Background: an optimization exercise with open tools, aiming at small area and few clock cycles per item. Do not read the settings as production practice.
RTL that was checked went through simulation tests only; none was proved equivalent to the original.
No functional check of the RTL was part of run 8.
Power is estimated from default activity; no workload was simulated.

File: flow/standard.sh
#!/bin/bash
# synth_recipe.tcl (not shown) runs the flow's synth.tcl, then flattens the netlist and writes it again
# the make line also repeats each setting of config.mk as NAME=value (left out here)
make -C /OpenROAD-flow-scripts/flow DESIGN_CONFIG=/design/flow/config.mk WORK_HOME=/design/flow/orfs CLKGATE_MAP_FILE= SYNTH_SCRIPT=/design/flow/synth_recipe.tcl "${@:-finish}"
File: flow/design.v
package mmio_csr_pkg;
    typedef logic [16-1:0] csr_len_t;
    typedef logic [15:0] done_cnt_t;
    typedef struct packed {
        logic [24-1:0] src;
        logic [24-1:0] dst;
        csr_len_t                    len;
    } desc_view_t;
    typedef struct packed {
        logic [64-3:0] rsvd;
        logic                   clr;
        logic                   start;
    } ctrl_view_t;
    typedef union packed {
        desc_view_t desc;
        ctrl_view_t ctrl;
    } csr_word_u;
endpackage
package mem_chan_pkg;
    typedef logic [64-1:0] mem_word_t;
    typedef logic [24-1:0] host_addr_t;
    typedef logic [24-1:0] lmem_addr_t;
    typedef logic [$clog2(3):0] slot_cnt_t;
endpackage
`timescale 1ns/100ps
module asp_top (
    input  logic                          pclk,
    input  logic                          rst,
    input  logic [8-1:0]    paddr,
    input  logic                          psel,
    input  logic                          penable,
    input  logic                          pwrite,
    input  logic [64-1:0]        pwdata,
    output logic [64-1:0]        prdata,
    output logic                          pready,
    output logic                          pslverr,
    output mem_chan_pkg::host_addr_t      host_address,
    output logic                          host_read,
    input  logic                          host_waitrequest,
    input  mem_chan_pkg::mem_word_t       host_readdata,
    input  logic                          host_readdatavalid,
    output mem_chan_pkg::lmem_addr_t      lmem_address,
    output logic                          lmem_write,
    output mem_chan_pkg::mem_word_t       lmem_writedata,
    input  logic                          lmem_waitrequest,
    output logic                          job_done
);
    localparam int D   = 3;    
    localparam int CW  = $clog2(D + 1);
    logic [23:0] desc_src;
    logic [23:0] desc_dst;
    logic [15:0] desc_len;
    logic        desc_ok;      
    logic        busy;
    logic        error;
    logic [15:0] done_cnt;
    logic [23:0] rd_addr;
    logic [15:0] rd_left;
    logic [23:0] wr_addr;
    logic [CW-1:0] pend;       
    logic [CW-1:0] held;       
    logic [D-1:0]  wp;         
    logic [D-1:0]  rp;         
    logic [63:0] buf_q [D];
    logic access, hit_desc, hit_ctrl, hit_status;
    logic wr_desc, wr_ctrl, start, clr;
    assign access     = psel && penable;
    assign hit_desc   = (paddr == 8'h00);
    assign hit_ctrl   = (paddr == 8'h08);
    assign hit_status = (paddr == 8'h10);
    assign wr_desc    = access && pwrite && hit_desc;
    assign wr_ctrl    = access && pwrite && hit_ctrl;
    assign clr        = wr_ctrl && pwdata[1];
    assign start      = wr_ctrl && pwdata[0] && !busy && desc_ok && (desc_len != 16'd0);
    assign pready  = access;
    assign pslverr = access && (!(hit_desc || hit_ctrl || hit_status) || (pwrite && hit_status));
    always_comb begin
        prdata = '0;
        if (hit_desc && desc_ok) prdata = {desc_src, desc_dst, desc_len};
        else if (hit_status)     prdata = {32'b0, done_cnt, 14'b0, error, busy};
    end
    logic held_any, wr_acc, rd_acc, push, pop, last;
    assign held_any       = (held != '0);
    assign lmem_write     = busy && (held_any || host_readdatavalid);
    always_comb begin
        lmem_writedata = held_any ? 64'd0 : host_readdata;
        for (int i = 0; i < D; i++)
            if (held_any && rp[i]) lmem_writedata = lmem_writedata | buf_q[i];
    end
    assign lmem_address   = wr_addr;
    assign wr_acc         = lmem_write && !lmem_waitrequest;
    assign push           = busy && host_readdatavalid && (held_any || lmem_waitrequest);
    assign pop            = held_any && !lmem_waitrequest;
    assign last           = wr_acc && (rd_left == 16'd0) && (pend == CW'(1));
    assign host_read    = busy && (rd_left != 16'd0) && ((pend != CW'(D)) || wr_acc);
    assign host_address = rd_addr;
    assign rd_acc       = host_read && !host_waitrequest;
    always_ff @(posedge pclk) begin
        for (int i = 0; i < D; i++)
            if (push && wp[i]) buf_q[i] <= host_readdata;
    end
    always_ff @(posedge pclk) begin
        if (wr_desc) begin
            desc_src <= pwdata[63:40];
            desc_dst <= pwdata[39:16];
            desc_len <= pwdata[15:0];
        end
    end
    always_ff @(posedge pclk) begin
        if (start) begin
            rd_addr <= desc_src;
            rd_left <= desc_len;
            wr_addr <= desc_dst;
        end else begin
            if (rd_acc) begin
                rd_addr <= rd_addr + 1'b1;
                rd_left <= rd_left - 1'b1;
            end
            if (wr_acc) wr_addr <= wr_addr + 1'b1;
        end
    end
    always_ff @(posedge pclk) begin
        if (rst) begin
            desc_ok  <= 1'b0;
            busy     <= 1'b0;
            error    <= 1'b0;
            done_cnt <= '0;
            job_done <= 1'b0;
            pend     <= '0;
            held     <= '0;
            wp       <= D'(1);
            rp       <= D'(1);
        end else begin
            job_done <= last;
            if (wr_desc) desc_ok <= 1'b1;
            if (last) begin
                busy     <= 1'b0;
                done_cnt <= done_cnt + 1'b1;
            end
            if (clr) begin
                error    <= 1'b0;
                done_cnt <= '0;
            end
            if (start)                     busy  <= 1'b1;
            else if (wr_ctrl && pwdata[0]) error <= 1'b1;
            pend <= pend + CW'(rd_acc) - CW'(wr_acc);
            held <= held + CW'(push) - CW'(pop);
            if (push) wp <= {wp[D-2:0], wp[D-1]};
            if (pop)  rp <= {rp[D-2:0], rp[D-1]};
        end
    end
endmodule
File: flow/config.mk
export PLATFORM = sky130hd
export DESIGN_NAME = asp_top
export DESIGN_NICKNAME = asp_top
export VERILOG_FILES = /design/flow/design.v
export SDC_FILE = /design/flow/constraint.sdc
export NUM_CORES = 4
export LEC_CHECK = 0
export CAP_MARGIN = 20
export CORE_MARGIN = 2
export CORE_UTILIZATION = 40
export SLEW_MARGIN = 20
File: flow/constraint.sdc
create_clock -name core_clock -period 5.0 [get_ports {pclk}]
set_input_delay 1.0000 -clock core_clock [delete_from_list [all_inputs] [get_ports {pclk}]]
set_output_delay 1.0000 -clock core_clock [all_outputs]
set_load 0.01 [all_outputs]
File: flow/flow/run.sh
#!/bin/bash
# Standard ORFS layout with two changes to how it is built:
#  - each port gets a sky130 buf_1 as its port buffer instead of the
#    default delay-cell buffer
#  - the clock tree is built from small clock buffers without dummy loads
set -euo pipefail
export BUFFER_PORTS_ARGS="-buffer_cell sky130_fd_sc_hd__buf_1"
export CTS_ARGS="-sink_clustering_enable -repair_clock_nets -dont_use_dummy_load -buf_list {sky130_fd_sc_hd__clkbuf_4 sky130_fd_sc_hd__clkbuf_8}"
bash standard.sh finish > standard_flow.log 2>&1
==> results_dict.tcl, run 1 <==
set metrics [dict create \
    synthMuxAreaShare 0.00435 \
    critPathKind "in2out" \
    async_flop_share 0 \
    intPower_uw 4250 \
    routabilityCongestion 0.789 \
    dpl-instance-area_sq_um 16400 \
    cts_setup_buffers 0 \
    drive_above_1_share 0.0653 \
    synth_seq_cells 350 \
    outcome "timing/DRC/antenna clean" \
    hold_buffers 0 \
    netlist.area_leader.share 0.656 \
    regArea_sq_um 10200 \
    grt_max_degree 128 \
    final_nets 1593 \
    synth_xor_area_frac 0.0388 \
    swShare 0.203 \
    slew_viol_final 0 \
    synth_fa_ha_area_frac 0.00683 \
    startpoint_type "primary input" \
    ys.flop_type "edfxtp_1" \
    grt_pass1_wl_mm 56.6 \
    vias 10199 \
    die_w_um 195 \
    required_ns 4.00 \
    grt_pass1_vias 10134 \
    cap_violations 0 \
    finalSetupTns_ns 0 \
    seq_power_share 0.598 \
    area_delta_synth_final_pct 17.5 \
    dp_hpwl_mm 23.5 \
    clk_pin_slew_worst_paths_ns 0.05 \
    ys_seq_area_frac 0.697 \
    ys_types 47 \
    path_max_fanout 64 \
    core_area_sq_um 36300 \
    cts_resized 0 \
    clk_path_buf_depth 3 \
    stdcell_area_sq_um 17200 \
    hold_path.class "reg2reg" \
    drtAntennaViolNets 0 \
    cp.arrival_ns 3.00 \
    cts_tree "built" \
    wl_per_cell_um 19.0 \
    ir_drop_mv 0.210 \
    antenna_found_initial 2 \
    viasPerCell 5.35 \
    dpl_worst_slack_ns 0.992 \
    yosysWarnings 2 \
    synth_commonest_cells "edfxtp_1, nor2_1, a21oi_1, a222oi_1, clkbuf_1" \
    io_pins 325 \
    worstSkewPairLatency_ns 0.62 \
    die_h_um 195 \
    fin_ws_ns 1.00 \
    p_sw_uw 1080 \
    dr.pass1.iters 7 \
    synthSimpleGateAreaFrac 0.121 \
    critPathCaptureType "output pin" \
    io_buffers 324 \
    period_minus_slack_ns 4.00 \
    yosys.cell_count.top_type "edfxtp_1" \
    synth_area_sq_um 14700 \
    tightest_slew_ns 0.983 \
    htreeDepth 2 \
    clkPwrFrac 0.376 \
    hold_viol_final 0 \
    cts_buffers 58 \
    fill_cells 3357 \
    initialDrtViolationCount 674 \
    maxSlewHeadroom 0.342 \
    post-route-period-util 0.799 \
    p_per_area_nw_per_um2 309 \
    wl_mm 36.2 \
    multi_input_area_sq_um 4180 \
    yosys.area.top_type "edfxtp_1" \
    synth_top_family_by_area "simple AND/OR/NAND/NOR gates" \
    leakage_uw 0.00527 \
    synthesis.nets 1255 \
    drc 0 \
    rsz0062_at_grt "no" \
    combPwrFrac 0.026 \
    fin_total_pwr_uw 5330 \
    cts.sink_count 350 \
    clock_skew_ns 0.0366 \
    cts_root_buf "clkbuf_8" \
    syn_inst 1103 \
    synth_compound_area_frac 0.111 \
    overflow 0 \
    synth_edf_count 320 \
    initial_core_util 0.403 \
    syn_area_per_cell_sq_um 13.3 \
    row_count 70 \
    grt_util_all_layers 0.190 \
    fp.dieArea_sq_um 38200 \
    ys_top_cells_by_area "edfxtp_1, a21oi_1, a222oi_1, dfxtp_1, nor2_1" \
    setup_viol 0 \
    max_freq_mhz 250 \
]
## routing by layer
layer  share of wire  vias up  track usage
met5         0.00044        -            0
met4           0.019        2       0.0636
met3           0.094       49       0.0651
met2            0.45      393        0.301
met1            0.43     4862        0.244
li1                -     4893            -
## power groups by stage
| stage | Combinational [uW] | Sequential, uW | Clock (uW) |
|---|---|---|---|
| final | 138 | 3180 | 2000 |
| after floorplan | 48.1 | 3240 | 0 |
| after CTS | 139 | 3180 | 2090 |
| after global placement | 134 | 3240 | 0 |
| after global routing | 157 | 3180 | 2180 |
| after detailed placement | 137 | 3240 | 0 |
## state kept, by name (all words and copies together), names as in the netlist
| name | count |
|---|---|
| desc_dst | 24 |
| buf_q | 192 |
| rd_addr | 24 |
| held | 2 |
| error | 1 |
| rp | 3 |
| wp | 3 |
| job_done | 1 |
| pend | 2 |
| desc_src | 24 |
| wr_addr | 24 |
| desc_ok | 1 |
| rd_left | 16 |
| done_cnt | 16 |
| desc_len | 16 |
| busy | 1 |
## worst paths after layout
path	startpoint	cells after the start	end	slack, ns
worst max-delay path	paddr[1]	7	prdata[18]	1.00
worst min-delay path	wp[0]$_SDFFE_PP1N_	1	wp[0]$_SDFFE_PP1N_	0.47
worst max register to register	rd_left[2]$_DFFE_PP_	5	rd_addr[2]$_DFFE_PP_	2.27
worst min register to register	wp[0]$_SDFFE_PP1N_	1	wp[0]$_SDFFE_PP1N_	0.47
## cell usage in the layout, fill, tap and decap left out, types with 27 or more instances in the layout
cell | synthesis | layout
buf_1 | 1 | 324
edfxtp_1 | 320 | 320
nor2_1 | 154 | 154
a21oi_1 | 138 | 138
a222oi_1 | 64 | 64
clkbuf_8 | 0 | 58
and2_1 | 51 | 48
xor2_1 | 39 | 39
nand3_1 | 34 | 34
dfxtp_1 | 30 | 27
## logic make-up after synthesis
group                      count (synthesis)
DFF                                      350
xor gates and xnor gates                  65
buffers and inverters                     80
AOI/OAI and AO/OA                        242
adders and majority gates                  8
and+or+nand+nor                          352
muxes                                      6
## metrics by stage
step           hold slack (ns)  std cells   util
2_1_floorplan            0.427       1103      -
3_3_place_gp             0.435       1849  0.452
3_5_place_dp             0.455       1849  0.452
4_1_cts                  0.468       1907  0.474
5_1_grt                  0.480       1907  0.474
6_report                 0.468       1908  0.474
## cell type report
type,count,share of cell area
inverters,17,0.00371
multi-input cells,673,0.243
well taps,468,0.0340
flip-flops and latches,350,0.593
clock buffers,58,0.0464
diodes,1,0.000145
repair buffers,341,0.0802
## worst max-delay path, stage by stage
cell,delay (ns)
buf_1,0.07
nor4_1,0.49
nand3_1,0.33
nor3b_4,0.23
buf_4,0.47
a22o_1,0.24
buf_1,0.16
Testbench counts, summed over its fixed seeds: cycles 21,085, words 10,274.
==> run 2, diff against run 1 <==
--- a/flow/design.v
+++ b/flow/design.v
@@ -21,5 +21,5 @@
     typedef logic [24-1:0] host_addr_t;
     typedef logic [24-1:0] lmem_addr_t;
-    typedef logic [$clog2(3):0] slot_cnt_t;
+    typedef logic [$clog2(4):0] slot_cnt_t;
 endpackage
 `timescale 1ns/100ps
@@ -46,5 +46,5 @@
     output logic                          job_done
 );
-    localparam int D   = 3;    
+    localparam int D   = 4;    
     localparam int CW  = $clog2(D + 1);
     logic [23:0] desc_src;
==> run 2 against run 1 <==
  * Count of clock-buffer cells in the layout is 15 higher
  * Critical endpoint is now prdata[1]
  * First-iteration DRC count rose by 34%
  * Setup slack improved by 0.17 ns
  * Largest power group unchanged
==> results_dict.tcl, run 2 <==
set metrics [dict create \
    tightest_slew_ns 1.03 \
    drtAntennaViolNets 0 \
    initialDrtViolationCount 900 \
    overflow 0 \
    hp-start "wp[0]$_SDFFE_PP1P_" \
    fill_cells 3846 \
    hold_buffers 0 \
    rsz0062_at_grt "no" \
    wl_per_cell_um 20.3 \
    cts.sink_count 418 \
    critPathCaptureType "output pin" \
    maxSlewHeadroom 0.311 \
    final_nets 1755 \
    grt_util_all_layers 0.191 \
    ys_seq_area_frac 0.712 \
    top_register "buf_q" \
    netlist.area_leader.share 0.672 \
    die_h_um 211 \
    cts_tree "built" \
    outcome "timing/DRC/antenna clean" \
    yosys.area.top_type "edfxtp_1" \
    synthesis.nets 1409 \
    path_max_fanout 48 \
    drive_above_1_share 0.0670 \
    fin_total_pwr_uw 8120 \
    cts_root_buf "clkbuf_8" \
    ys.flop_type "edfxtp_1" \
    ir_drop_mv 0.453 \
    htreeDepth 3 \
    viasPerCell 5.44 \
    async_flop_share 0 \
    synth_area_sq_um 17200 \
    routabilityCongestion 0.813 \
    final_cell_mix "edfxtp_1, buf_1, a22oi_1" \
    synth_edf_count 384 \
    dr.pass1.iters 5 \
    ff2ff_setup_slack_ns 1.62 \
    ys_types 47 \
    yosys.cell_count.top_type "edfxtp_1" \
    finalSetupTns_ns 0 \
    cts_setup_buffers 0 \
    multi_input_area_sq_um 4670 \
    ys_top_cells_by_area "edfxtp_1, a22oi_1, dfxtp_1, nand3_1, xnor2_1" \
    grt_max_degree 129 \
    post-route-period-util 0.765 \
    r2r-end "pend[2]$_SDFF_PP0_" \
    leakage_uw 0.00626 \
    area_delta_synth_final_pct 16.4 \
    vias 11646 \
    setup_viol 0 \
    hold_viol_final 0 \
    cap_violations 0 \
    antenna_found_initial 4 \
    holdPathEnd "wp[0]$_SDFFE_PP1P_" \
    grt_pass1_vias 11426 \
    startpoint_type "primary input" \
    grt_pass1_wl_mm 65.6 \
    wl_mm 43.4 \
    max_freq_mhz 261 \
    reg2reg_depth 14 \
    core_area_sq_um 42100 \
    cts_resized 0 \
    clock_skew_ns 0.0331 \
    whs_path_depth 1 \
    io_buffers 324 \
    worstSkewPairLatency_ns 0.64 \
    layout_commonest_cell "edfxtp_1" \
    fp.dieArea_sq_um 44600 \
    largest_register_ffs 256 \
    p_per_area_nw_per_um2 407 \
    io_pins 325 \
    dp_hpwl_mm 26.1 \
    cts_buffers 73 \
    die_w_um 211 \
    critPathKind "in2out" \
    clk_pin_slew_worst_paths_ns 0.05 \
    syn_area_per_cell_sq_um 13.7 \
    syn_inst 1254 \
    cp.arrival_ns 2.83 \
    row_count 75 \
    slew_viol_final 0 \
    synth_seq_cells 418 \
    initial_core_util 0.407 \
    synth_commonest_cells "edfxtp_1, a22oi_1, nor2_1, nand2_1, nand3_1" \
    clk_path_buf_depth 3 \
    final_util 0.474 \
    required_ns 4.00 \
    period_minus_slack_ns 3.83 \
    hold_path.class "reg2reg" \
    r2r_start "rd_left[0]$_DFFE_PP_" \
    drc 0 \
    yosysWarnings 2 \
    regArea_sq_um 12200 \
]
==> run 2: power breakdown <==
part / internal [uW] / total, uW / switching [uW]
Combinational: 575 / 1760 / 1190
Clock: 1280 / 2510 / 1230
Sequential: 3820 / 3840 / 18.6
Total: 5680 / 8120 / 2440
==> run 2: cell type report <==
cell class | count | share of cell area
inverter | 13 | 0.00244
clock buffer | 73 | 0.0503
multi-input combinational | 758 | 0.234
sequential | 418 | 0.611
tap | 539 | 0.0338
antenna | 2 | 0.000251
timing repair buffer | 336 | 0.0679
==> run 2: cell families (layout without fill, tap and decap cells) <==
group                    after synthesis  count (layout)  synth area share
buffers and inverters                 78             422            0.0180
adder cells (fa/ha/maj)               11              11           0.00890
AO/OA/AOI/OAI                        230             230            0.0914
XOR/XNOR                              76              76            0.0388
multiplexers                           2               2           0.00131
other                                  0               2                 0
flip-flops                           418             418             0.712
AND/OR/NAND/NOR                      439             439             0.130
==> run 2: worst max-delay path by stage <==
stage                               startpoint                     to  cells after the start  slack [ns]
after floorplan                       paddr[2]  desc_dst[0]$_DFFE_PP_                      3        0.39
after global placement                paddr[2]              prdata[0]                      7        1.30
after detailed placement              paddr[2]             prdata[17]                      7        1.17
after CTS                             paddr[2]             prdata[17]                      7        1.17
after global routing      rd_left[0]$_DFFE_PP_              host_read                      6        1.01
final                                 paddr[2]              prdata[1]                      7        1.17
==> run 2: routing by layer <==
layer	vias up	track usage	wire, um
li1	5422	-	-
met1	5695	0.246	18400
met2	450	0.301	20100
met3	75	0.0712	4040
met4	4	0.0600	942
met5	-	0	24
==> run 2: stage by stage <==
stage,hold WS [ns],instance area [sq um],worst slack [ns],cells
after detailed placement,0.444,19000,1.17,2064
after global routing,0.483,20000,1.01,2138
after CTS,0.456,20000,1.17,2137
after floorplan,0.428,17200,0.393,1254
after global placement,0.437,19000,1.30,2064
final,0.456,20000,1.17,2139
==> run 2: critical path, cell delays in order <==
cell     delay (ns)
buf_1          0.07
nor4_1         0.42
nand2_1        0.26
nor4b_4        0.29
buf_4          0.40
a22o_1         0.22
buf_1          0.16
Testbench counts of run 2, summed over its fixed seeds: cycles 18,325, words 10,274.
==> run 3, diff against run 2 <==
--- a/flow/design.v
+++ b/flow/design.v
@@ -21,5 +21,5 @@
     typedef logic [24-1:0] host_addr_t;
     typedef logic [24-1:0] lmem_addr_t;
-    typedef logic [$clog2(4):0] slot_cnt_t;
+    typedef logic [$clog2(3):0] slot_cnt_t;
 endpackage
 `timescale 1ns/100ps
@@ -46,5 +46,5 @@
     output logic                          job_done
 );
-    localparam int D   = 4;    
+    localparam int D   = 3;    
     localparam int CW  = $clog2(D + 1);
     logic [23:0] desc_src;
--- a/flow/flow/run.sh
+++ b/flow/flow/run.sh
@@ -6,4 +6,4 @@
 set -euo pipefail
 export BUFFER_PORTS_ARGS="-buffer_cell sky130_fd_sc_hd__buf_1"
-export CTS_ARGS="-sink_clustering_enable -repair_clock_nets -dont_use_dummy_load -buf_list {sky130_fd_sc_hd__clkbuf_4 sky130_fd_sc_hd__clkbuf_8}"
+export CTS_ARGS="-sink_clustering_enable -repair_clock_nets -dont_use_dummy_load -buf_list {sky130_fd_sc_hd__clkbuf_8 sky130_fd_sc_hd__clkbuf_16} -sink_clustering_size 20 -sink_clustering_max_diameter 60"
 bash standard.sh finish > standard_flow.log 2>&1
==> run 3 against run 2 <==
  * Clock power shrank 21%
  * Setup slack got worse by 0.18 ns
  * Critical path depth is the same
  * Register-to-register slack improved by 0.67 ns
  * Synthesized cell count shrank 12%
  * Non-clock buffer count up 5
  * Clock skew increased by 0.0028 ns
  * Global-route usage down 0.63 points
  * Sequential power decreased by 17%
  * Fmax fell by 4.6%
  * Critical path type unchanged
==> results_dict.tcl, run 3 <==
set metrics [dict create \
    routabilityCongestion 0.789 \
    antenna_found_initial 2 \
    async_flop_share 0 \
    area_delta_synth_final_pct 17.2 \
    hold_path.class "reg2reg" \
    wl_per_cell_um 19.0 \
    path_max_fanout 64 \
    wl_mm 35.7 \
    grt_util_all_layers 0.185 \
    cap_violations 0 \
    finalSetupTns_ns 0 \
    yosys.cell_count.top_type "edfxtp_1" \
    synth_area_sq_um 14700 \
    ys.flop_type "edfxtp_1" \
    grt_max_degree 128 \
    ys_seq_area_frac 0.697 \
    required_ns 4.00 \
    leakage_uw 0.00522 \
    intPower_uw 4270 \
    max_freq_mhz 249 \
    netlist.area_leader.share 0.656 \
    clk_pin_slew_worst_paths_ns 0.05 \
    final_nets 1565 \
    fill_cells 3345 \
    synthSimpleGateAreaFrac 0.121 \
    p_sw_uw 1030 \
    cts_resized 0 \
    worstSkewPairLatency_ns 0.58 \
    cts_buffers 30 \
    largest_register_ffs 192 \
    clock_skew_ns 0.0358 \
    final_cell_mix "buf_1, edfxtp_1, nor2_1" \
    synth_top_family_by_area "simple AND/OR/NAND/NOR gates" \
    ys_types 47 \
    tightest_slew_ns 0.968 \
    synth_commonest_cells "edfxtp_1, nor2_1, a21oi_1, a222oi_1, clkbuf_1" \
    period_minus_slack_ns 4.01 \
    syn_inst 1103 \
    rsz0062_at_grt "no" \
    synth_xor_area_frac 0.0388 \
    initial_core_util 0.403 \
    cts.sink_count 350 \
    post-route-period-util 0.802 \
    maxSlewHeadroom 0.353 \
    dr.pass1.iters 5 \
    top_register "buf_q" \
    overflow 0 \
    row_count 70 \
    syn_area_per_cell_sq_um 13.3 \
    fp.dieArea_sq_um 38200 \
    cts_tree "built" \
    die_w_um 195 \
    clkPwrFrac 0.374 \
    synthesis.nets 1255 \
    cp.arrival_ns 3.01 \
    die_h_um 195 \
    yosys.area.top_type "edfxtp_1" \
    cts_root_buf "clkbuf_16" \
    initialDrtViolationCount 686 \
    drive_above_1_share 0.0468 \
    dp_hpwl_mm 23.5 \
    drc 0 \
    yosysWarnings 2 \
    vias 10025 \
    viasPerCell 5.33 \
    p_per_area_nw_per_um2 309 \
    setup_viol 0 \
    drtAntennaViolNets 0 \
    outcome "timing/DRC/antenna clean" \
    ir_drop_mv 0.268 \
    cts_setup_buffers 0 \
    swShare 0.194 \
    synth_seq_cells 350 \
    critPathCaptureType "output pin" \
    combPwrFrac 0.026 \
    synthMuxAreaShare 0.00435 \
    clk_path_buf_depth 3 \
    synth_compound_area_frac 0.111 \
    slew_viol_final 0 \
    core_area_sq_um 36300 \
    io_buffers 324 \
    synth_edf_count 320 \
    hold_buffers 0 \
    grt_pass1_wl_mm 55.9 \
    startpoint_type "primary input" \
    ys_top_cells_by_area "edfxtp_1, a21oi_1, a222oi_1, dfxtp_1, nor2_1" \
    seq_power_share 0.600 \
    critPathKind "in2out" \
    io_pins 325 \
    grt_pass1_vias 9839 \
    final_util 0.472 \
    synth_fa_ha_area_frac 0.00683 \
    htreeDepth 1 \
    layout_commonest_cell "buf_1" \
    hold_viol_final 0 \
]
run 3: area by class of cell:
type	instances	area, sq um	share of cell area
antenna	1	2.50	0.000146
multi-input combinational	673	4180	0.243
timing repair buffer	341	1380	0.0804
inverter	17	63.8	0.00372
clock buffer	30	751	0.0437
sequential	350	10200	0.595
tap	468	586	0.0341
run 3: metrics by stage:
| step | hold WS, ns | instances | total power, uW | setup WS (ns) | area (sq um) |
|---|---|---|---|---|---|
| finish | 0.468 | 1880 | 5300 | 0.990 | 17200 |
| global route | 0.481 | 1879 | 5480 | 0.776 | 17200 |
| CTS | 0.468 | 1879 | 5370 | 0.999 | 17200 |
| detailed placement | 0.455 | 1849 | 3380 | 0.992 | 16400 |
| global placement | 0.435 | 1849 | 3380 | 1.10 | 16400 |
| floorplan | 0.427 | 1103 | 3290 | 0.712 | 14700 |
run 3: cells by family (layout without fill, tap and decap cells):
kind of cell    after synthesis  after routing
xor+xnor                     65             65
buf+inv                      80            388
other cells                   0              1
fa+ha+maj                     8              8
mux                           6              6
simple gates                352            352
flops                       350            350
compound gates              242            242
run 3: worst paths after layout:
path / end / startpoint / slack [ns] / cells after the start
worst max-delay path: prdata[17] / paddr[1] / 0.99 / 7
worst max register to register: rd_addr[4]$_DFFE_PP_ / rd_left[2]$_DFFE_PP_ / 2.29 / 5
worst min-delay path: wp[0]$_SDFFE_PP1N_ / wp[0]$_SDFFE_PP1N_ / 0.47 / 1
worst min register to register: wp[0]$_SDFFE_PP1N_ / wp[0]$_SDFFE_PP1N_ / 0.47 / 1
run 3: power by group through the flow:
stage / Combinational, uW / Clock (uW) / Sequential, uW
3_5_place_dp: 137 / 0 / 3240
2_1_floorplan: 48.1 / 0 / 3240
4_1_cts: 139 / 2050 / 3180
3_3_place_gp: 134 / 0 / 3240
6_report: 138 / 1980 / 3180
5_1_grt: 157 / 2150 / 3180
run 3: worst max-delay path, stage by stage:
cell and delay, ns:
buf_1 0.08, nor4_1 0.50, nand3_1 0.33, nor3b_4 0.23, buf_4 0.47, a22o_1 0.25, buf_1 0.16
run 3: metal layers:
layer / routed length [um] / GRT usage / share of wire
met1: 15600 / 0.247 / 0.44
met2: 16100 / 0.298 / 0.45
met3: 3270 / 0.0566 / 0.092
met4: 660 / 0.0399 / 0.019
met5: 10 / 0 / 0.00028
Testbench counts of run 3, summed over its fixed seeds: cycles 21,085, words 10,274.
==> run 4, diff against run 3 <==
==> flow/flow/run.sh (replaced) <==
#!/bin/bash
# Standard ORFS layout with two changes to how it is built:
#  - each port gets a sky130 buf_1 as its port buffer instead of the
#    default delay-cell buffer
#  - the clock tree is built from small clock buffers without dummy loads
set -euo pipefail
export BUFFER_PORTS_ARGS="-buffer_cell sky130_fd_sc_hd__buf_1"
export CTS_ARGS="-sink_clustering_enable -repair_clock_nets -dont_use_dummy_load -buf_list {sky130_fd_sc_hd__clkbuf_8} -sink_clustering_size 15 -sink_clustering_max_diameter 50"
bash standard.sh finish > standard_flow.log 2>&1
==> run 4 against run 3 <==
  * Sequential power about the same
  * Final cell count grew 0.53%
  * Register-to-register slack worse by 0.05 ns
  * Setup slack improved by 0.0068 ns
  * Count of clock-buffer cells in the layout is 10 higher
  * Total power is 6.8% lower
  * Global-route usage increased by 0.31 points
  * Clock power down 18%
  * Synthesized cell count did not move
  * Clock skew grew 0.017 ns
  * Combinational power barely moved
  * Highest routed layer unchanged
==> results_dict.tcl, run 4 <==
set metrics [dict create \
    outcome "timing/DRC/antenna clean" \
    htreeDepth 2 \
    path_max_fanout 64 \
    wl_per_cell_um 19.0 \
    antenna_found_initial 2 \
    synth_seq_cells 350 \
    ys_types 47 \
    row_count 70 \
    required_ns 4.00 \
    die_w_um 195 \
    hold_buffers 0 \
    syn_area_per_cell_sq_um 13.3 \
    clk_path_buf_depth 3 \
    vias 10098 \
    period_minus_slack_ns 4.00 \
    max_stage_delay_ns 0.50 \
    netlist.area_leader.share 0.656 \
    cp_slowest_cell "nor4_1" \
    critPathCaptureType "output pin" \
    crit_chain "buf_1 -> nor4_1 -> nand3_1 -> nor3b_4 -> buf_4 -> a22o_1 -> buf_1" \
    final_nets 1575 \
    area_delta_synth_final_pct 15.8 \
    grt_max_degree 128 \
    tightest_slew_ns 0.987 \
    synthesis.nets 1255 \
    worstSkewPairLatency_ns 0.61 \
    grt_pass1_wl_mm 56.2 \
    startpoint_type "primary input" \
    drtAntennaViolNets 0 \
    io_buffers 324 \
    clk_pin_slew_worst_paths_ns 0.05 \
    post-route-period-util 0.801 \
    finalSetupTns_ns 0 \
    yosys.area.top_type "edfxtp_1" \
    dp_hpwl_mm 23.5 \
    top_register "buf_q" \
    cts.sink_count 350 \
    maxSlewHeadroom 0.339 \
    max_freq_mhz 250 \
    viasPerCell 5.34 \
    layout_commonest_cell "buf_1" \
    synth_area_sq_um 14700 \
    rsz0062_at_grt "no" \
    cts_buffers 40 \
    cts_root_buf "clkbuf_8" \
    largest_register_ffs 192 \
    critPathKind "in2out" \
    setup_viol 0 \
    die_h_um 195 \
    slew_viol_final 0 \
    routabilityCongestion 0.789 \
    cts_tree "built" \
    core_area_sq_um 36300 \
    async_flop_share 0 \
    cts_resized 0 \
    initial_core_util 0.403 \
    dr.pass1.iters 6 \
    yosys.cell_count.top_type "edfxtp_1" \
    ir_drop_mv 0.232 \
    timing.critical_path.mode_cell "buf_1" \
    final_cell_mix "buf_1, edfxtp_1, nor2_1" \
    regArea_sq_um 10200 \
    fp.dieArea_sq_um 38200 \
    cts_setup_buffers 0 \
    grt_pass1_vias 9899 \
    synth_commonest_cells "edfxtp_1, nor2_1, a21oi_1, a222oi_1, clkbuf_1" \
    drive_above_1_share 0.0535 \
    cp.arrival_ns 3.00 \
    wl_mm 35.9 \
    cap_violations 0 \
    fin_hold_ws_ns 0.467 \
    drc 0 \
    leakage_uw 0.00514 \
    io_pins 325 \
    initialDrtViolationCount 738 \
    p_per_area_nw_per_um2 291 \
    fill_cells 3389 \
    multi_input_area_sq_um 4180 \
    clock_skew_ns 0.0532 \
    overflow 0 \
    ys_top_cells_by_area "edfxtp_1, a21oi_1, a222oi_1, dfxtp_1, nor2_1" \
    hold_viol_final 0 \
    synth_edf_count 320 \
    yosysWarnings 2 \
    syn_inst 1103 \
    grt_util_all_layers 0.188 \
    ys.flop_type "edfxtp_1" \
    hold_path.class "reg2reg" \
    ys_seq_area_frac 0.697 \
]
run 4: cell counts after synthesis:
Identical to the previous run, type by type.
run 4: cell families (layout without fill, tap and decap cells):
family | count (synthesis) | count (layout) | synth area share
simple gates | 352 | 352 | 0.121
flops | 350 | 350 | 0.697
compound gates | 242 | 242 | 0.111
buf+inv | 80 | 398 | 0.0207
xor+xnor | 65 | 65 | 0.0388
fa+ha+maj | 8 | 8 | 0.00683
mux | 6 | 6 | 0.00435
other cells | 0 | 1 | 0
run 4: worst paths after layout:
check,to,from,cells past startpoint,slack [ns]
max,prdata[18],paddr[1],7,1.0
min,wp[0]$_SDFFE_PP1N_,wp[0]$_SDFFE_PP1N_,1,0.47
max reg2reg,rd_addr[14]$_DFFE_PP_,rd_left[2]$_DFFE_PP_,5,2.24
min reg2reg,wp[0]$_SDFFE_PP1N_,wp[0]$_SDFFE_PP1N_,1,0.47
run 4: final cells by class:
| cell class | instances | share of cell area |
|---|---|---|
| tap | 468 | 0.0345 |
| timing repair buffer | 341 | 0.0814 |
| antenna | 1 | 0.000147 |
| multi-input combinational | 673 | 0.246 |
| sequential | 350 | 0.602 |
| clock buffer | 40 | 0.0324 |
| inverter | 17 | 0.00376 |
run 4: per-stage QoR:
step                setup slack, ns  total power [uW]  utilization  std cells  cell area, sq um
floorplan                     0.712              3290            -       1103             14700
global placement               1.10              3380        0.452       1849             16400
detailed placement            0.992              3380        0.452       1849             16400
CTS                            1.00              5010        0.467       1889             17000
global route                  0.775              5130        0.467       1889             17000
finish                        0.997              4940        0.467       1890             17000
run 4: report_power, final:
part,internal [uW],switching [uW],total (uW)
logic,49.9,88.3,138
registers,3180,0.273,3180
clock network,710,916,1630
run 4: worst max-delay path, delay by kind of cell:
kind / cells / cell delay [ns]
buffers and inverters: 3 / 0.70
AND/OR/NAND/NOR: 3 / 1.06
AO/OA/AOI/OAI: 1 / 0.24
run 4: routing by layer:
layer | vias up | track usage | wire [um]
li1 | 4859 | - | -
met3 | 50 | 0.0679 | 3350
met5 | - | 0 | 10
met2 | 373 | 0.300 | 16300
met1 | 4814 | 0.246 | 15600
met4 | 2 | 0.0455 | 614
==> run 5, diff against run 4 <==
--- a/flow/design.v
+++ b/flow/design.v
@@ -113,9 +113,7 @@
             wr_addr <= desc_dst;
         end else begin
-            if (rd_acc) begin
-                rd_addr <= rd_addr + 1'b1;
-                rd_left <= rd_left - 1'b1;
-            end
-            if (wr_acc) wr_addr <= wr_addr + 1'b1;
+            rd_addr <= rd_addr + 24'(rd_acc);
+            rd_left <= rd_left - 16'(rd_acc);
+            wr_addr <= wr_addr + 24'(wr_acc);
         end
     end
==> run 5 against run 4 <==
  * Still clean
  * Register-to-register slack worse by 0.88 ns
  * Flip-flop and latch count unchanged
  * Die area down 3.6%
  * Critical path depth unchanged
  * Sequential share of layout area down 1.4 points
  * Setup slack worse by 0.23 ns
  * Sequential power down 3%
  * Fmax down 5.3%
  * Clock power down 4%
  * Largest power group unchanged
==> results_dict.tcl, run 5 <==
set metrics [dict create \
    async_flop_share 0 \
    fill_cells 3231 \
    final_util 0.471 \
    area_delta_synth_final_pct 15.5 \
    final_cell_mix "buf_1, edfxtp_1, nor2_1" \
    tightest_slew_ns 0.970 \
    hold_path.class "reg2reg" \
    stdcell_area_sq_um 16300 \
    seq_power_share 0.646 \
    critPathKind "in2out" \
    cp-startpoint "paddr[1]" \
    yosysWarnings 2 \
    cts_resized 0 \
    clk_path_buf_depth 3 \
    syn_area_per_cell_sq_um 12.7 \
    n_antenna_cell 0 \
    grtUsageMet3 0.0596 \
    maxSlewHeadroom 0.353 \
    top_usage_layer "met2" \
    period_minus_slack_ns 4.23 \
    io_pins 325 \
    cap_violations 0 \
    cp.arrival_ns 3.23 \
    die_h_um 192 \
    r2r_start "busy$_SDFFE_PP0P_" \
    reg2reg_depth 11 \
    drive_above_1_share 0.0486 \
    leakage_uw 0.00520 \
    ff2ff_setup_slack_ns 1.36 \
    slew_viol_final 0 \
    synth_seq_cells 350 \
    grt_pass1_vias 9535 \
    drc 0 \
    worstSkewPairLatency_ns 0.55 \
    initialDrtViolationCount 650 \
    layout_commonest_cell "buf_1" \
    synth_area_sq_um 14100 \
    overflow 0 \
    dp_hpwl_mm 22.0 \
    clock_skew_ns 0.0449 \
    dpl-instance-area_sq_um 15800 \
    clk_pin_slew_worst_paths_ns 0.08 \
    ys.flop_type "edfxtp_1" \
    post-route-period-util 0.846 \
    rsz0062_at_grt "no" \
    grt_max_degree 112 \
    initial_core_util 0.408 \
    yosys.area.top_type "edfxtp_1" \
    swShare 0.202 \
    ys_types 48 \
    p_per_area_nw_per_um2 295 \
    clkPwrFrac 0.326 \
    outcome "timing/DRC/antenna clean" \
    drtAntennaViolNets 0 \
    startpoint_type "primary input" \
    syn_inst 1111 \
    grt_util_all_layers 0.179 \
    hold_viol_final 0 \
    combPwrFrac 0.028 \
    largest_register_ffs 192 \
    netlist.area_leader.share 0.545 \
    antenna_found_initial 0 \
    ys_seq_area_frac 0.678 \
    grt_pass1_wl_mm 51.9 \
    core_area_sq_um 34600 \
    synth_edf_count 256 \
    placed_cells 1837 \
    required_ns 4.00 \
    yosys.cell_count.top_type "edfxtp_1" \
    final_nets 1578 \
    row_count 68 \
    die_w_um 192 \
    wl_per_cell_um 17.9 \
    finalSetupTns_ns 0 \
    fp.dieArea_sq_um 36800 \
    dr.pass1.iters 5 \
    cts.sink_count 350 \
    crit_end "prdata[26]" \
    cts_tree "built" \
    setup_viol 0 \
    routabilityCongestion 0.805 \
    cts_setup_buffers 0 \
    top_register "buf_q" \
    ir_drop_mv 0.205 \
    wl_mm 33.6 \
    cts_buffers 38 \
    io_buffers 324 \
    final_cells 1875 \
    path_max_fanout 64 \
    grt_use_met2 0.283 \
    ys_top_cells_by_area "edfxtp_1, dfxtp_1, a21oi_1, a222oi_1, nor2_1" \
    hold_buffers 0 \
    max_freq_mhz 236 \
    p_sw_uw 973 \
    use_met1 0.234 \
    synthesis.nets 1267 \
    critPathCaptureType "output pin" \
    intPower_uw 3830 \
    vias 9961 \
    htreeDepth 2 \
    cts_root_buf "clkbuf_8" \
    viasPerCell 5.31 \
    r2r-end "rd_left[15]$_DFF_P_" \
    synth_commonest_cells "edfxtp_1, nor2_1, a21oi_1, dfxtp_1, a222oi_1" \
]
-- run 5: critical path, cell delays in order --
cell and delay (ns):
buf_1 0.07, or4_1 0.54, or3_1 0.45, nor4b_4 0.24
buf_4 0.47, a22o_1 0.25, buf_1 0.15
-- run 5: power by group through the flow --
stage,combinational [uW],clock [uW],sequential (uW)
floorplan,47.8,0,3170
global placement,132,0,3170
detailed placement,135,0,3170
CTS,137,1630,3100
global route,155,1730,3100
finish,135,1570,3100
-- run 5: per-stage QoR --
step | worst slack [ns] | hold slack [ns] | power [uW]
finish | 0.772 | 0.465 | 4810
global route | 0.628 | 0.479 | 4990
CTS | 0.760 | 0.463 | 4870
detailed placement | 0.588 | 0.444 | 3300
global placement | 0.606 | 0.439 | 3300
floorplan | 0.927 | 0.428 | 3220
-- run 5: worst min-delay path by stage --
stage	start	end	slack (ns)	cells after the start
5_1_grt	wp[0]$_SDFFE_PP1P_	wp[0]$_SDFFE_PP1P_	0.48	1
2_1_floorplan	wp[0]$_SDFFE_PP1P_	wp[0]$_SDFFE_PP1P_	0.43	1
3_5_place_dp	wp[0]$_SDFFE_PP1P_	wp[0]$_SDFFE_PP1P_	0.44	1
3_3_place_gp	wp[0]$_SDFFE_PP1P_	wp[0]$_SDFFE_PP1P_	0.44	1
4_1_cts	wp[0]$_SDFFE_PP1P_	wp[0]$_SDFFE_PP1P_	0.46	1
6_report	wp[0]$_SDFFE_PP1P_	wp[0]$_SDFFE_PP1P_	0.47	1
-- run 5: metal layers --
metal  wire length, um  vias up  share of wire
li1                  -     4808              -
met1             14100     4717           0.42
met2             15300      387           0.45
met3              3600       49           0.11
met4               595        0          0.018
met5                 0        -              0
-- run 5: cell families after synthesis --
logic type | after synthesis | share of synthesized area
adder cells (fa/ha/maj) | 12 | 0.0106
multiplexers | 7 | 0.00532
AND/OR/NAND/NOR | 359 | 0.129
XOR/XNOR | 64 | 0.0397
AO/OA/AOI/OAI | 243 | 0.116
flip-flops | 350 | 0.678
buffers and inverters | 76 | 0.0210
-- run 5: layout make-up --
class,count,area (sq um),share of cell area
inverter,12,45.0,0.00276
timing repair buffer,335,1320,0.0812
multi-input combinational,685,4270,0.262
tap,455,569,0.0349
clock buffer,38,523,0.0321
sequential,350,9580,0.587
Testbench counts of run 5, summed over its fixed seeds: cycles 21,085, words 10,274.
==> run 6, diff against run 5 <==
--- a/flow/flow/run.sh
+++ b/flow/flow/run.sh
@@ -6,4 +6,4 @@
 set -euo pipefail
 export BUFFER_PORTS_ARGS="-buffer_cell sky130_fd_sc_hd__buf_1"
-export CTS_ARGS="-sink_clustering_enable -repair_clock_nets -dont_use_dummy_load -buf_list {sky130_fd_sc_hd__clkbuf_8} -sink_clustering_size 15 -sink_clustering_max_diameter 50"
+export CTS_ARGS="-sink_clustering_enable -repair_clock_nets -dont_use_dummy_load -buf_list {sky130_fd_sc_hd__clkbuf_8} -sink_clustering_size 20 -sink_clustering_max_diameter 60"
 bash standard.sh finish > standard_flow.log 2>&1
==> run 6 against run 5 <==
  * Die area is the same
  * Via count fell by 0.40%
  * First-iteration DRC count grew 14%
  * Flip-flop and latch count unchanged
  * Area after synthesis is the same
  * Non-clock buffer count is the same
  * Design area decreased by 0.76%
==> results_dict.tcl, run 6 <==
set metrics [dict create \
    post-route-period-util 0.847 \
    row_count 68 \
    viasPerCell 5.32 \
    crit_end "prdata[26]" \
    overflow 0 \
    cp.arrival_ns 3.24 \
    r2r-end "rd_left[15]$_DFF_P_" \
    critical_path_buf_inv_count 3 \
    yosys.area.top_type "edfxtp_1" \
    grt_pass1_vias 9377 \
    finalSetupTns_ns 0 \
    synth_edf_count 256 \
    leakage_uw 0.00513 \
    initial_core_util 0.408 \
    timing.critical_path.mode_cell "buf_1" \
    reg2reg_depth 11 \
    synth_area_sq_um 14100 \
    wl_mm 33.5 \
    largest_register_ffs 192 \
    grt_util_all_layers 0.176 \
    io_buffers 324 \
    fill_cells 3242 \
    ir_drop_mv 0.230 \
    core_area_sq_um 34600 \
    cap_violations 0 \
    die_w_um 192 \
    cp-startpoint "paddr[1]" \
    yosys.cell_count.top_type "edfxtp_1" \
    p_sw_uw 935 \
    antenna_found_initial 0 \
    r2r_start "busy$_SDFFE_PP0P_" \
    top_register "buf_q" \
    wl_per_cell_um 17.9 \
    ys_top_cells_by_area "edfxtp_1, dfxtp_1, a21oi_1, a222oi_1, nor2_1" \
    crit_chain "buf_1 -> or4_1 -> or3_1 -> nor4b_4 -> buf_4 -> a22o_1 -> buf_1" \
    dr.pass1.iters 8 \
    cts.sink_count 350 \
    required_ns 4.00 \
    drive_above_1_share 0.0425 \
    clock_skew_ns 0.0552 \
    netlist.area_leader.share 0.545 \
    placed_cells 1837 \
    area_delta_synth_final_pct 14.7 \
    max_freq_mhz 236 \
    syn_area_per_cell_sq_um 12.7 \
    ys_seq_area_frac 0.678 \
    clk_pin_slew_worst_paths_ns 0.10 \
    combPwrFrac 0.029 \
    final_cell_mix "buf_1, edfxtp_1, nor2_1" \
    setup_viol 0 \
    swShare 0.203 \
    ff2ff_setup_slack_ns 1.43 \
    htreeDepth 1 \
    clkPwrFrac 0.297 \
    die_h_um 192 \
    grt_pass1_wl_mm 51.6 \
    cp_slowest_cell "or4_1" \
    synthesis.nets 1267 \
    rsz0062_at_grt "no" \
    cts_buffers 29 \
    cts_resized 0 \
    initialDrtViolationCount 738 \
    outcome "timing/DRC/antenna clean" \
    cts_root_buf "clkbuf_8" \
    grt_max_degree 112 \
    hold_buffers 0 \
    io_pins 325 \
    final_nets 1569 \
    seq_power_share 0.674 \
    period_minus_slack_ns 4.24 \
    fp.dieArea_sq_um 36800 \
    hold_path.class "reg2reg" \
    layout_commonest_cell "buf_1" \
    drtAntennaViolNets 0 \
    vias 9921 \
    max_stage_delay_ns 0.54 \
    critPathCaptureType "output pin" \
    worstSkewPairLatency_ns 0.60 \
    dp_hpwl_mm 22.0 \
    routabilityCongestion 0.805 \
    syn_inst 1111 \
    ys.flop_type "edfxtp_1" \
    hold_viol_final 0 \
    fin_total_pwr_uw 4600 \
    async_flop_share 0 \
    drc 0 \
    path_max_fanout 64 \
    yosysWarnings 2 \
    intPower_uw 3670 \
    synth_commonest_cells "edfxtp_1, nor2_1, a21oi_1, dfxtp_1, a222oi_1" \
    regArea_sq_um 9580 \
    p_per_area_nw_per_um2 284 \
    critPathKind "in2out" \
    critical_path.top_delay_family "simple AND/OR/NAND/NOR gates" \
    multi_input_area_sq_um 4270 \
    maxSlewHeadroom 0.354 \
    cts_setup_buffers 0 \
    final_cells 1866 \
    cts_tree "built" \
    clk_path_buf_depth 3 \
    n_antenna_cell 0 \
    startpoint_type "primary input" \
    synth_seq_cells 350 \
    slew_viol_final 0 \
    path_depth 7 \
    tightest_slew_ns 0.969 \
    ys_types 48 \
]
-- run 6: cell counts after synthesis --
No cell type changed its count.
-- run 6: area by class of cell --
| type | count | area share |
|---|---|---|
| clock buffers | 29 | 0.0247 |
| inverters | 12 | 0.00278 |
| multi-input cells | 685 | 0.264 |
| flip-flops and latches | 350 | 0.592 |
| well taps | 455 | 0.0352 |
| repair buffers | 335 | 0.0818 |
-- run 6: kinds of logic (layout without fill, tap and decap cells) --
| family | count (synthesis) | count (layout) | share of synthesized area |
|---|---|---|---|
| XOR/XNOR | 64 | 64 | 0.0397 |
| AND/OR/NAND/NOR | 359 | 359 | 0.129 |
| flip-flops | 350 | 350 | 0.678 |
| AO/OA/AOI/OAI | 243 | 243 | 0.116 |
| adder cells (fa/ha/maj) | 12 | 12 | 0.0106 |
| buffers and inverters | 76 | 376 | 0.0210 |
| multiplexers | 7 | 7 | 0.00532 |
-- run 6: how the worst min path moves through the flow --
stage                             startpoint            endpoint  slack (ns)  depth (start not counted)
after floorplan           wp[0]$_SDFFE_PP1P_  wp[0]$_SDFFE_PP1P_        0.43                          1
after global placement    wp[0]$_SDFFE_PP1P_  wp[0]$_SDFFE_PP1P_        0.44                          1
after detailed placement  wp[0]$_SDFFE_PP1P_  wp[0]$_SDFFE_PP1P_        0.44                          1
after CTS                 wp[0]$_SDFFE_PP1P_  wp[0]$_SDFFE_PP1P_        0.47                          1
after global routing      wp[0]$_SDFFE_PP1P_  wp[0]$_SDFFE_PP1P_        0.49                          1
final                     wp[0]$_SDFFE_PP1P_  wp[0]$_SDFFE_PP1P_        0.47                          1
-- run 6: through the flow --
| step | hold slack (ns) | instance area [sq um] | utilization | setup WS (ns) |
|---|---|---|---|---|
| 6_report | 0.468 | 16200 | 0.467 | 0.765 |
| 3_3_place_gp | 0.439 | 15800 | 0.456 | 0.606 |
| 3_5_place_dp | 0.444 | 15800 | 0.456 | 0.588 |
| 2_1_floorplan | 0.428 | 14100 | - | 0.927 |
| 4_1_cts | 0.468 | 16200 | 0.467 | 0.760 |
| 5_1_grt | 0.485 | 16200 | 0.467 | 0.628 |
-- run 6: metal layers --
layer,track usage,share of wire,up-vias
met5,0,0,-
met2,0.281,0.45,350
met3,0.0579,0.10,41
met1,0.235,0.43,4738
li1,-,-,4792
met4,0.0373,0.017,0
-- run 6: power by group through the flow --
stage,Combinational (uW),Clock (uW),Sequential [uW]
6_report,135,1370,3100
5_1_grt,155,1520,3100
4_1_cts,137,1420,3100
3_5_place_dp,135,0,3170
3_3_place_gp,132,0,3170
2_1_floorplan,47.8,0,3170
==> run 7, diff against run 6 <==
--- a/flow/config.mk
+++ b/flow/config.mk
@@ -8,4 +8,4 @@
 export CAP_MARGIN = 20
 export CORE_MARGIN = 2
-export CORE_UTILIZATION = 40
+export CORE_UTILIZATION = 60
 export SLEW_MARGIN = 20
==> run 7 against run 6 <==
  * Still clean
  * First-iteration DRC count rose by 8.5%
  * Global-route usage rose by 6.9 points
  * Critical path depth did not move
  * Worst hold slack barely moved
  * Sequential power barely moved
  * Critical endpoint is now prdata[30]
  * Largest cell class unchanged
  * Largest power group unchanged
  * Highest routed layer unchanged
==> results_dict.tcl, run 7 <==
set metrics [dict create \
    fill_cells 1822 \
    initial_core_util 0.607 \
    synth_fa_ha_area_frac 0.0106 \
    r2r-end "rd_left[15]$_DFF_P_" \
    synth_compound_area_frac 0.116 \
    drive_above_1_share 0.0432 \
    largest_register_ffs 192 \
    yosys.area.top_type "edfxtp_1" \
    grt_use_met2 0.395 \
    critPathCaptureType "output pin" \
    cts_setup_buffers 0 \
    io_buffers 324 \
    dpl-instance-area_sq_um 15600 \
    top_usage_layer "met2" \
    worstSkewPairLatency_ns 0.61 \
    fin_hold_ws_ns 0.468 \
    synth_commonest_cells "edfxtp_1, nor2_1, a21oi_1, dfxtp_1, a222oi_1" \
    synthesis.nets 1267 \
    die_w_um 157 \
    synth_edf_count 256 \
    core_area_sq_um 23300 \
    layout_commonest_cell "buf_1" \
    cap_violations 0 \
    die_h_um 157 \
    cp.arrival_ns 3.11 \
    io_pins 325 \
    clock_skew_ns 0.0988 \
    syn_area_per_cell_sq_um 12.7 \
    grt_max_degree 96 \
    cts_root_buf "clkbuf_8" \
    drtAntennaViolNets 0 \
    overflow 0 \
    dp_hpwl_mm 21.3 \
    vias 9834 \
    setup_viol 0 \
    drc 0 \
    routabilityCongestion 0.851 \
    hp-start "wp[0]$_SDFFE_PP1P_" \
    hold_viol_final 0 \
    synthSimpleGateAreaFrac 0.129 \
    reg2reg_depth 11 \
    swShare 0.200 \
    fin_ws_ns 0.892 \
    syn_inst 1111 \
    antenna_found_initial 3 \
    leakage_uw 0.00513 \
    yosys.cell_count.top_type "edfxtp_1" \
    outcome "timing/DRC/antenna clean" \
    path_max_fanout 64 \
    grt_pass1_wl_mm 47.2 \
    final_cell_mix "buf_1, edfxtp_1, nor2_1" \
    async_flop_share 0 \
    stdcell_area_sq_um 16000 \
    netlist.area_leader.share 0.545 \
    clk_pin_slew_worst_paths_ns 0.09 \
    synth_area_sq_um 14100 \
    ys.flop_type "edfxtp_1" \
    final_util 0.688 \
    ir_drop_mv 0.242 \
    top_register "buf_q" \
    clk_path_buf_depth 3 \
    synth_seq_cells 350 \
    critical_path.top_delay_family "simple AND/OR/NAND/NOR gates" \
    max_freq_mhz 243 \
    htreeDepth 1 \
    area_delta_synth_final_pct 13.4 \
    maxSlewHeadroom 0.304 \
    viasPerCell 5.67 \
    post-route-period-util 0.822 \
    r2r_start "busy$_SDFFE_PP0P_" \
    synth_xor_area_frac 0.0397 \
    wl_mm 31.9 \
    dr.pass1.iters 5 \
    finalSetupTns_ns 0 \
    ff2ff_setup_slack_ns 1.41 \
    initialDrtViolationCount 801 \
    whs_path_depth 1 \
    yosysWarnings 2 \
    critical_path_buf_inv_count 3 \
    ys_top_cells_by_area "edfxtp_1, dfxtp_1, a21oi_1, a222oi_1, nor2_1" \
    startpoint_type "primary input" \
    p_per_area_nw_per_um2 285 \
    cts_tree "built" \
    max_stage_delay_ns 0.62 \
    critPathKind "in2out" \
    timing.critical_path.mode_cell "buf_1" \
    final_nets 1570 \
    path_depth 7 \
    wl_per_cell_um 18.4 \
    period_minus_slack_ns 4.11 \
    hold_path.class "reg2reg" \
    fp.dieArea_sq_um 24800 \
    crit_chain "buf_1 -> or4_1 -> or3_1 -> nor4b_4 -> buf_12 -> a22o_1 -> buf_1" \
    dpl_worst_slack_ns 0.745 \
    synth_top_family_by_area "simple AND/OR/NAND/NOR gates" \
    cts.sink_count 350 \
    cts_resized 0 \
    intPower_uw 3650 \
    combPwrFrac 0.029 \
    synthMuxAreaShare 0.00532 \
    slew_viol_final 0 \
    holdPathEnd "wp[0]$_SDFFE_PP1P_" \
    row_count 56 \
    cp_slowest_cell "or4_1" \
    seq_power_share 0.680 \
    tightest_slew_ns 1.04 \
    grtUsageMet3 0.0611 \
    grt_util_all_layers 0.245 \
    clkPwrFrac 0.291 \
    p_sw_uw 915 \
    ys_seq_area_frac 0.678 \
    rsz0062_at_grt "no" \
    hold_buffers 0 \
    cts_buffers 28 \
    grt_pass1_vias 8763 \
    required_ns 4.00 \
    ys_types 48 \
    use_met1 0.332 \
]
-- run 7: cell counts after synthesis --
No cell type changed its count.
-- run 7: per-layer routing --
| layer | share of wire | up-vias |
|---|---|---|
| met5 | 0 | - |
| met4 | 0.028 | 0 |
| met3 | 0.087 | 51 |
| met2 | 0.48 | 369 |
| met1 | 0.41 | 4611 |
| li1 | - | 4803 |
-- run 7: worst reg2reg max path, delay by kind of cell (launching register included) --
| family | cells | cell delay [ns] |
|---|---|---|
| flip-flops | 1 | 0.50 |
| AO/OA/AOI/OAI | 3 | 0.44 |
| AND/OR/NAND/NOR | 6 | 2.10 |
| adder cells (fa/ha/maj) | 1 | 0.27 |
| XOR/XNOR | 1 | 0.17 |
-- run 7: cell families (layout without fill, tap and decap cells) --
family                   Yosys count  after routing
AND/OR/NAND/NOR                  359            359
flip-flops                       350            350
AO/OA/AOI/OAI                    243            243
buffers and inverters             76            377
XOR/XNOR                          64             64
adder cells (fa/ha/maj)           12             12
multiplexers                       7              7
other                              0              2
-- run 7: worst max path at each step --
stage                                 from                    end  slack (ns)
after floorplan                   paddr[1]  desc_dst[0]$_DFFE_PP_        0.93
after global placement    lmem_waitrequest    rd_left[15]$_DFF_P_        0.84
after detailed placement  lmem_waitrequest    rd_left[15]$_DFF_P_        0.75
after CTS                         paddr[1]              prdata[0]        0.89
after global routing              paddr[1]              prdata[0]        0.75
final                             paddr[1]             prdata[30]        0.89
-- run 7: power groups by stage --
stage	Combinational (uW)	Sequential [uW]	Clock, uW
final	134	3100	1330
after detailed placement	133	3170	0
after CTS	134	3100	1360
after global placement	130	3170	0
after global routing	150	3100	1450
after floorplan	47.8	3170	0
-- run 7: area by class of cell --
| class | count | area (sq um) | area share |
|---|---|---|---|
| Sequential cell | 350 | 9580 | 0.598 |
| Multi-Input combinational cell | 685 | 4270 | 0.267 |
| Timing Repair Buffer | 337 | 1330 | 0.0829 |
| Tap cell | 319 | 399 | 0.0249 |
| Clock buffer | 28 | 385 | 0.0241 |
| Inverter | 12 | 45.0 | 0.00281 |
| Antenna cell | 2 | 5.00 | 0.000313 |
-- run 7: through the flow --
step / total power (uW) / cells
after floorplan: 3220 / 1111
after global placement: 3300 / 1703
after detailed placement: 3300 / 1703
after CTS: 4600 / 1731
after global routing: 4700 / 1732
final: 4570 / 1733
==> run 8, diff against run 7 <==
--- a/flow/design.v
+++ b/flow/design.v
@@ -21,5 +21,5 @@
     typedef logic [24-1:0] host_addr_t;
     typedef logic [24-1:0] lmem_addr_t;
-    typedef logic [$clog2(3):0] slot_cnt_t;
+    typedef logic [$clog2(4):0] slot_cnt_t;
 endpackage
 `timescale 1ns/100ps
@@ -46,5 +46,5 @@
     output logic                          job_done
 );
-    localparam int D   = 3;    
+    localparam int D   = 4;    
     localparam int CW  = $clog2(D + 1);
     logic [23:0] desc_src;
==> run 8 against run 7 <==
  * Via count is 22% higher
  * Non-clock buffer count is 4 higher
  * Setup slack improved by 0.20 ns
  * Critical path type is now reg2out
  * Final cell count rose by 14%
  * Critical endpoint is now host_read
==> results_dict.tcl, run 8 <==
set metrics [dict create \
    ys_seq_area_frac 0.672 \
    dr.max_layer_used "met5" \
    dp_hpwl_mm 27.5 \
    synthesis.nets 1452 \
    overflow 0 \
    crit_chain "or4_1 -> or4_1 -> o211ai_1 -> inv_1 -> buf_1" \
    swShare 0.301 \
    path_depth 5 \
    die_h_um 173 \
    syn_area_per_cell_sq_um 13.3 \
    grt_util_all_layers 0.275 \
    netlist.area_leader.share 0.558 \
    startpoint_type "flip-flop" \
    ir_drop_mv 0.321 \
    slew_viol_final 0 \
    worstSkewPairLatency_ns 0.57 \
    row_count 62 \
    cp.arrival_ns 2.91 \
    cts_buffers 35 \
    yosysWarnings 2 \
    initialDrtViolationCount 1076 \
    hold_buffers 0 \
    dr.pass1.iters 7 \
    yosys.area.top_type "edfxtp_1" \
    leakage_uw 0.00612 \
    p_per_area_nw_per_um2 360 \
    grt_pass1_vias 11602 \
    grt_pass1_wl_mm 65.0 \
    post-route-period-util 0.783 \
    clock_skew_ns 0.0530 \
    max_freq_mhz 256 \
    synth_commonest_cells "edfxtp_1, a22oi_1, dfxtp_1, nor2_1, clkbuf_1" \
    htreeDepth 2 \
    ys.flop_type "edfxtp_1" \
    setup_viol 0 \
    seq_power_share 0.565 \
    synth_seq_cells 418 \
    max_stage_delay_ns 0.78 \
    clk_pin_slew_worst_paths_ns 0.08 \
    wl_mm 42.0 \
    regArea_sq_um 11600 \
    area_delta_synth_final_pct 12.0 \
    path_max_fanout 14 \
    wl_met1_mm 17.4 \
    p_sw_uw 2080 \
    tightest_slew_ns 1.00 \
    largest_register_ffs 256 \
    fill_cells 2167 \
    whs_path_depth 2 \
    synth_area_sq_um 17200 \
    fin_hold_ws_ns 0.456 \
    maxSlewHeadroom 0.332 \
    multi_input_area_sq_um 5250 \
    critPathCaptureType "output pin" \
    fp.dieArea_sq_um 30100 \
    clk_path_buf_depth 3 \
    final_nets 1748 \
    drtAntennaViolNets 0 \
    ff2ff_setup_slack_ns 1.37 \
    critical_path_buf_inv_count 2 \
    drc 0 \
    cp_slowest_cell "or4_1" \
    vias 12044 \
    syn_inst 1294 \
    cts_tree "built" \
    async_flop_share 0 \
    final_cell_mix "buf_1, edfxtp_1, a22oi_1" \
    cap_violations 0 \
    top_register "buf_q" \
    holdPathEnd "wp[3]$_SDFFE_PP0P_" \
    reg2reg_depth 10 \
    required_ns 4.00 \
    rsz0062_at_grt "no" \
    drive_above_1_share 0.0674 \
    ys_top_cells_by_area "edfxtp_1, dfxtp_1, a22oi_1, a31oi_1, mux2_2" \
    cts_setup_buffers 0 \
    ys_types 51 \
    cts_resized 0 \
    routabilityCongestion 0.870 \
    combPwrFrac 0.199 \
    timing.critical_path.mode_cell "or4_1" \
    viasPerCell 6.09 \
    die_w_um 173 \
    initial_core_util 0.605 \
    cts.sink_count 418 \
    outcome "timing/DRC/antenna clean" \
    hold_path.class "reg2reg" \
    io_pins 325 \
    synth_edf_count 320 \
    critical_path.top_delay_family "simple AND/OR/NAND/NOR gates" \
    hold_viol_final 0 \
    wl_met2_mm 19.8 \
    intPower_uw 4850 \
    layout_commonest_cell "buf_1" \
    routed-wl-met3_mm 3.38 \
    antenna_found_initial 6 \
    r2r-end "rd_addr[14]$_DFF_P_" \
    critPathKind "reg2out" \
    grt_max_degree 68 \
    cts_root_buf "clkbuf_8" \
    wl_per_cell_um 21.2 \
    hp-start "wp[3]$_SDFFE_PP0P_" \
    clkPwrFrac 0.237 \
    yosys.cell_count.top_type "edfxtp_1" \
    period_minus_slack_ns 3.91 \
    finalSetupTns_ns 0 \
    core_area_sq_um 28500 \
    io_buffers 324 \
    r2r_start "rd_left[4]$_DFF_P_" \
]
[run 8: worst min-delay path, delay by kind of cell, from the launching register on]
| kind | cells | cell delay [ns] |
|---|---|---|
| AND/OR/NAND/NOR | 1 | 0.05 |
| AO/OA/AOI/OAI | 1 | 0.05 |
| flip-flops | 1 | 0.31 |
[run 8: per-layer routing]
metal / up-vias / track usage
met2: 494 / 0.451
met4: 2 / 0.0900
met3: 79 / 0.0592
li1: 5621 / -
met5: - / 0
met1: 5848 / 0.369
[run 8: cell families (layout without fill, tap and decap cells)]
| group | count (synthesis) | count (layout) | share of synthesized area |
|---|---|---|---|
| multiplexers | 49 | 49 | 0.0309 |
| XOR/XNOR | 46 | 46 | 0.0234 |
| AND/OR/NAND/NOR | 370 | 370 | 0.117 |
| other | 0 | 5 | 0 |
| buffers and inverters | 104 | 398 | 0.0248 |
| adder cells (fa/ha/maj) | 14 | 14 | 0.0110 |
| flip-flops | 418 | 418 | 0.672 |
| AO/OA/AOI/OAI | 293 | 293 | 0.121 |
[run 8: worst max-delay path by stage]
stage | from | end | slack (ns)
finish | rd_left[4]$_DFF_P_ | host_read | 1.09
global route | held[1]$_SDFF_PP0_ | lmem_writedata[0] | 0.89
CTS | rd_left[4]$_DFF_P_ | host_read | 1.07
detailed placement | lmem_waitrequest | rd_addr[14]$_DFF_P_ | 1.14
global placement | lmem_waitrequest | rd_addr[14]$_DFF_P_ | 1.27
floorplan | paddr[1] | desc_dst[0]$_DFFE_PP_ | 0.91
[run 8: metrics by stage]
stage	power, uW	instances	utilization	cell area (sq um)	setup WS [ns]
3_5_place_dp	5370	1937	0.660	18800	1.14
3_3_place_gp	5360	1937	0.660	18800	1.27
5_1_grt	7250	1976	0.677	19300	0.886
6_report	6930	1977	0.677	19300	1.09
4_1_cts	6990	1972	0.676	19300	1.07
2_1_floorplan	4810	1294	-	17200	0.914
[run 8: power groups by stage]
stage                     logic [uW]  clock network (uW)  registers, uW
after global routing            1520                1800           3930
after floorplan                  974                   0           3830
after CTS                       1390                1680           3920
after detailed placement        1370                   0           3990
after global placement          1360                   0           4000
final                           1380                1640           3910
[run 8: area by class of cell]
cell class,count,share of cell area
repair buffers,341,0.0717
multi-input cells,772,0.272
inverters,22,0.00429
flip-flops and latches,418,0.601
diodes,5,0.000649
clock buffers,35,0.0250
well taps,384,0.0249

separate check: timing with driven ports:
The results above use ideal ports. As a check the final layouts listed here were re-extracted and re-timed, cells and wires unchanged. Step 1, drivers: a clkbuf_16 drives pclk and a buf_2 each remaining input, both assumed. Step 2 times the ports against the registers' clock, not the clock port: input delays grow and output delays shrink by t, the midpoint of the rising clock arrivals with the driver on. Three values: ideal ports, drivers, drivers and shift; two values: the first two.
run | t (ns) | setup slack, ns | worst setup path after step 2 | clock arrival spread, ns | worst register clock-pin slew, ns
run 1 | 0.655 | 1.003 / 0.981 / 0.981 | input to output | 0.049 / 0.049 | 0.06 / 0.06
run 2 | 0.666 | 1.175 / 1.155 / 1.155 | input to output | 0.049 / 0.050 | 0.06 / 0.06
run 3 | 0.610 | 0.990 / 0.968 / 0.968 | input to output | 0.036 / 0.036 | 0.08 / 0.08
run 4 | 0.629 | 0.997 / 0.975 / 0.975 | input to output | 0.053 / 0.053 | 0.09 / 0.09
run 5 | 0.582 | 0.772 / 0.752 / 0.657 | input to register | 0.059 / 0.060 | 0.09 / 0.09
run 6 | 0.620 | 0.765 / 0.745 / 0.710 | input to register | 0.071 / 0.072 | 0.11 / 0.11
run 7 | 0.603 | 0.892 / 0.870 / 0.686 | input to register | 0.099 / 0.099 | 0.12 / 0.12
run 8 | 0.578 | 1.087 / 1.038 / 1.095 | input to register | 0.073 / 0.073 | 0.12 / 0.12
After both steps setup and hold are still met in every run listed. For run 7, which loses most, drivers alone change the setup slack by -0.022 ns; drivers and shift together by -0.206 ns.
